Background: an optimization exercise with open tools, aiming at small area. Do not read the settings as production practice. Function was checked by simulation only, so behaviour that the tests miss may differ from the original.

## oak
==> flow/design.v (excerpt) <==
module reg_file_mp
#(
    parameter int DATA_W   = reg_file_pkg::DATA_W_DEF,
    parameter int ADDR_W   = reg_file_pkg::ADDR_W_DEF,
    parameter int NUM_RD   = 2,
    parameter int NUM_WR   = 2,
    parameter int ZERO_REG = 1,
    parameter int BYPASS   = 1
) (
    input  logic                     clk,
    input  logic                     reset,
    input  logic [NUM_RD-1:0]        rd_en,
    input  logic [NUM_RD*ADDR_W-1:0] rd_addr,
    output logic [NUM_RD*DATA_W-1:0] rd_data,
    output logic [NUM_RD-1:0]        rd_busy,
    input  logic [NUM_WR-1:0]        wr_en,
    input  logic [NUM_WR*ADDR_W-1:0] wr_addr,
    input  logic [NUM_WR*DATA_W-1:0] wr_data,
    input  logic                     res_en,
    input  logic [ADDR_W-1:0]        res_addr,
    output logic [2**ADDR_W-1:0]     busy_vec
);
Size: about 3900 cells after synthesis, roughly 1100 flip-flops, roughly 190 I/O pins, about 0.046 sq mm of cells after synthesis.
==> module reg_file_mp, before the edit <==
module reg_file_mp
#(
    parameter int DATA_W   = reg_file_pkg::DATA_W_DEF,
    parameter int ADDR_W   = reg_file_pkg::ADDR_W_DEF,
    parameter int NUM_RD   = 2,
    parameter int NUM_WR   = 2,
    parameter int ZERO_REG = 1,
    parameter int BYPASS   = 1
) (
    input  logic                     clk,
    input  logic                     reset,
    input  logic [NUM_RD-1:0]        rd_en,
    input  logic [NUM_RD*ADDR_W-1:0] rd_addr,
    output logic [NUM_RD*DATA_W-1:0] rd_data,
    output logic [NUM_RD-1:0]        rd_busy,
    input  logic [NUM_WR-1:0]        wr_en,
    input  logic [NUM_WR*ADDR_W-1:0] wr_addr,
    input  logic [NUM_WR*DATA_W-1:0] wr_data,
    input  logic                     res_en,
    input  logic [ADDR_W-1:0]        res_addr,
    output logic [2**ADDR_W-1:0]     busy_vec
);
    localparam int DEPTH = 2**ADDR_W;
    logic [DEPTH-1:1][DATA_W-1:0] mem_q;       
    logic [DEPTH-1:1][DATA_W-1:0] mem_d;       
    logic [DEPTH-1:1]             valid_q, valid_d;
    logic [DEPTH-1:1]             busy_q, busy_d;
    logic [DEPTH-1:0]             busy_all_d;        
    logic                         par_q;
    logic [DEPTH-1:1]             s1, s0, sh;
    logic [DATA_W-1:0]            a0, a1;
    logic [NUM_RD*DATA_W-1:0]     rd_data_q, rd_data_d;
    logic [NUM_RD-1:0]            rd_busy_q, rd_busy_d;
    for (genvar b = 0; b < DATA_W; b++) begin : g_wd
        logic a0_n, a1_n;
        assign a0_n = wr_data[b] ~^ par_q;
        assign a1_n = wr_data[DATA_W + b] ~^ par_q;
        reg_file_inv u_a0 (.A(a0_n), .Y(a0[b]));
        reg_file_inv u_a1 (.A(a1_n), .Y(a1[b]));
    end
    for (genvar a = 1; a < DEPTH; a++) begin : g_addr
        reg_file_wr_select #(.ADDR_W(ADDR_W)) u_sel (
            .wr_en_i  (wr_en),
            .wr_addr_i(wr_addr),
            .addr_i   (ADDR_W'(a)),
            .s1_o     (s1[a]),
            .s0_o     (s0[a]),
            .sh_o     (sh[a])
        );
        for (genvar b = 0; b < DATA_W; b++) begin : g_bit
            reg_file_aoi3 u_nx (
                .A1(s1[a]), .A2(a1[b]), .B1(s0[a]), .B2(a0[b]), .C1(sh[a]), .C2(mem_q[a][b]),
                .Y (mem_d[a][b])
            );
        end
        assign valid_d[a] = valid_q[a] || !sh[a];
        assign busy_d[a]  = (res_en && res_addr == ADDR_W'(a)) || (sh[a] && busy_q[a]);
    end
    assign busy_all_d = {busy_d, 1'b0};
    for (genvar i = 0; i < NUM_RD; i++) begin : g_rd
        logic [ADDR_W-1:0] ra;
        logic              x;
        logic [DEPTH-1:1]  msel;
        logic [DATA_W-1:0] m;
        logic              hold, hold_n;
        assign ra = rd_addr[i*ADDR_W +: ADDR_W];
        assign hold_n = rd_en[i];
        reg_file_inv u_hold (.A(hold_n), .Y(hold));
        logic [3:0] lo;
        logic [7:0] hi;
        for (genvar j = 0; j < 4; j++) begin : g_lo
            assign lo[j] = ra[1:0] == 2'(j);
        end
        for (genvar j = 0; j < 8; j++) begin : g_hi
            assign hi[j] = rd_en[i] && ra[4:2] == 3'(j);
        end
        for (genvar a = 1; a < DEPTH; a++) begin : g_sel
            logic msel_n;
            assign msel_n = !(lo[a % 4] && hi[a / 4] && valid_d[a]);
            reg_file_inv u_ms (.A(msel_n), .Y(msel[a]));
        end
        for (genvar b = 0; b < DATA_W; b++) begin : g_bit
            logic [10:0] y;
            for (genvar k = 0; k < 10; k++) begin : g_t
                reg_file_aoi3 u_t (
                    .A1(msel[3*k+1]), .A2(mem_d[3*k+1][b]),
                    .B1(msel[3*k+2]), .B2(mem_d[3*k+2][b]),
                    .C1(msel[3*k+3]), .C2(mem_d[3*k+3][b]),
                    .Y (y[k])
                );
            end
            assign y[10] = !((msel[31] && mem_d[31][b]) || (hold && rd_data_q[i*DATA_W + b]));
            assign m[b] = !(&y);
        end
        assign x = !par_q && |msel;
        assign rd_data_d[i*DATA_W +: DATA_W] = m ^ {DATA_W{x}};
        assign rd_busy_d[i] = rd_en[i] ? busy_all_d[ra] : rd_busy_q[i];
    end
    always_ff @(posedge clk)
        mem_q <= mem_d;
    always_ff @(posedge clk or posedge reset)
        if (reset) begin
            valid_q   <= '0;
            busy_q    <= '0;
            par_q     <= 1'b0;
            rd_data_q <= '0;
            rd_busy_q <= '0;
        end else begin
            valid_q   <= valid_d;
            busy_q    <= busy_d;
            par_q     <= !par_q;
            rd_data_q <= rd_data_d;
            rd_busy_q <= rd_busy_d;
        end
    assign rd_data  = rd_data_q;
    assign rd_busy  = rd_busy_q;
    assign busy_vec = {busy_q, 1'b0};
endmodule
Settings: LEC_CHECK=0, CAP_MARGIN=20, CORE_MARGIN=2, CORE_UTILIZATION=50, GPL_TIMING_DRIVEN=0, SLEW_MARGIN=20; clock period 8.0 ns.
standard.sh (not shown) runs the stock make flow with config.mk's settings and CLKGATE_MAP_FILE= SYNTH_SCRIPT=/design/flow/synth_recipe.tcl, a recipe that flattens the netlist after the stock synthesis.
==> flow/flow/run.sh <==
#!/bin/bash
# Layout flow: the standard flow (standard.sh) with these changes:
#  - synthesis (flow/synth.tcl): ABC maps with an area-oriented script
#    (flow/abc_area.script) instead of ORFS's delay-oriented one, and the RTL's
#    reg_file_aoi3 / reg_file_inv instances are mapped to the a222oi / inv cells;
#    every other synthesis step is the standard flow's own;
#  - floorplan skips ORFS's pre-placement setup repair (it sizes cells up against
#    wire-load-model delays that placement does not bear out);
#  - port buffers use the smallest buffer cell;
#  - clock tree synthesis adds no dummy loads and drives larger clusters of registers;
#  - up to 10 rounds of antenna repair after detailed routing (5 in ORFS);
#  - global routing derates met1 more (flow/fastroute.tcl), leaving it for pin access.
set -euo pipefail
HERE=$PWD
export FLOW_ABC_SCRIPT=$HERE/flow/abc_area.script
export FLOW_SYNTH_TCL=$HERE/synth_recipe.tcl
bash standard.sh SYNTH_SCRIPT=$HERE/flow/synth.tcl synth > $HERE/synth.log 2>&1
bash standard.sh \
  "BUFFER_PORTS_ARGS=-buffer_cell sky130_fd_sc_hd__buf_1" \
  MAX_REPAIR_ANTENNAS_ITER_DRT=10 \
  REMOVE_ABC_BUFFERS=1 \
  FASTROUTE_TCL=$HERE/flow/fastroute.tcl \
  "CTS_ARGS=-sink_clustering_enable -repair_clock_nets -dont_use_dummy_load -buf_list {sky130_fd_sc_hd__clkbuf_16} -sink_clustering_size 25 -sink_clustering_max_diameter 100" \
  > $HERE/layout.log 2>&1
Other scripts of this flow, unchanged in this note and not shown: flow/flow/abc_area.script, flow/flow/fastroute.tcl, flow/flow/synth.tcl
oak went all the way through the flow, and no timing, DRC or antenna check failed.
Here is what was changed in the inputs of pine compared with oak.
--- a/flow/design.v
+++ b/flow/design.v
@@ -104,8 +104,5 @@
         logic [DEPTH-1:1]  msel;
         logic [DATA_W-1:0] m;
-        logic              hold, hold_n;
         assign ra = rd_addr[i*ADDR_W +: ADDR_W];
-        assign hold_n = rd_en[i];
-        reg_file_inv u_hold (.A(hold_n), .Y(hold));
         logic [3:0] lo;
         logic [7:0] hi;
@@ -131,9 +128,10 @@
                 );
             end
-            assign y[10] = !((msel[31] && mem_d[31][b]) || (hold && rd_data_q[i*DATA_W + b]));
+            assign y[10] = !(msel[31] && mem_d[31][b]);
             assign m[b] = !(&y);
         end
         assign x = !par_q && |msel;
-        assign rd_data_d[i*DATA_W +: DATA_W] = m ^ {DATA_W{x}};
+        assign rd_data_d[i*DATA_W +: DATA_W] = (m ^ {DATA_W{x}}) |
+                                               ({DATA_W{!rd_en[i]}} & rd_data_q[i*DATA_W +: DATA_W]);
         assign rd_busy_d[i] = rd_en[i] ? busy_all_d[ra] : rd_busy_q[i];
     end
Notes after the runs:
- For share of the core filled with cells, oak and pine come out practically identical.
- Comparing the two runs side by side, pine comes out ahead of oak on routed wire length.
- Sort oak and pine by number of detailed-routing iterations run before antenna repair, ascending, and pine comes first.
- The final reports for pine and oak show multi-input logic portion of the cell area higher in the former.
- Fraction of the mapped netlist area in compound gates: pine > oak
- Aggregate global-route resource usage for pine is lower than for oak.
- pine vs oak, share of the cycle needed by the critical path after routing went up by 1.6 points.
- pine — final standard cell count with taps included and fillers excluded 28 higher, oak as reference

## afterwards: timing with drivers on the ports
How much do the figures lean on ideal ports? The routed layouts below were timed once more, with nothing changed but the port constraints.
Step 1, drivers: a clkbuf_16 drives clk and a buf_2 each remaining input, both assumed.
Step 2 also shifts input and output timing later by t, the mid clock arrival at the registers, as if the neighbouring blocks saw the same clock.
Slacks: ideal / step 1 / step 2; pairs: ideal / step 1.
run	t (ns)	setup slack, ns	worst setup path at the end	worst register clock-pin slew, ns	pins driven straight from the clock port
oak	0.756	1.423 / 1.478 / 0.722	input to register	0.11 / 0.11	1
pine	0.740	1.295 / 1.341 / 0.601	input to register	0.11 / 0.11	1
After both steps setup and hold are still met in every run listed. For oak, which loses most, drivers alone change the setup slack by +0.055 ns; drivers and shift together by -0.701 ns.
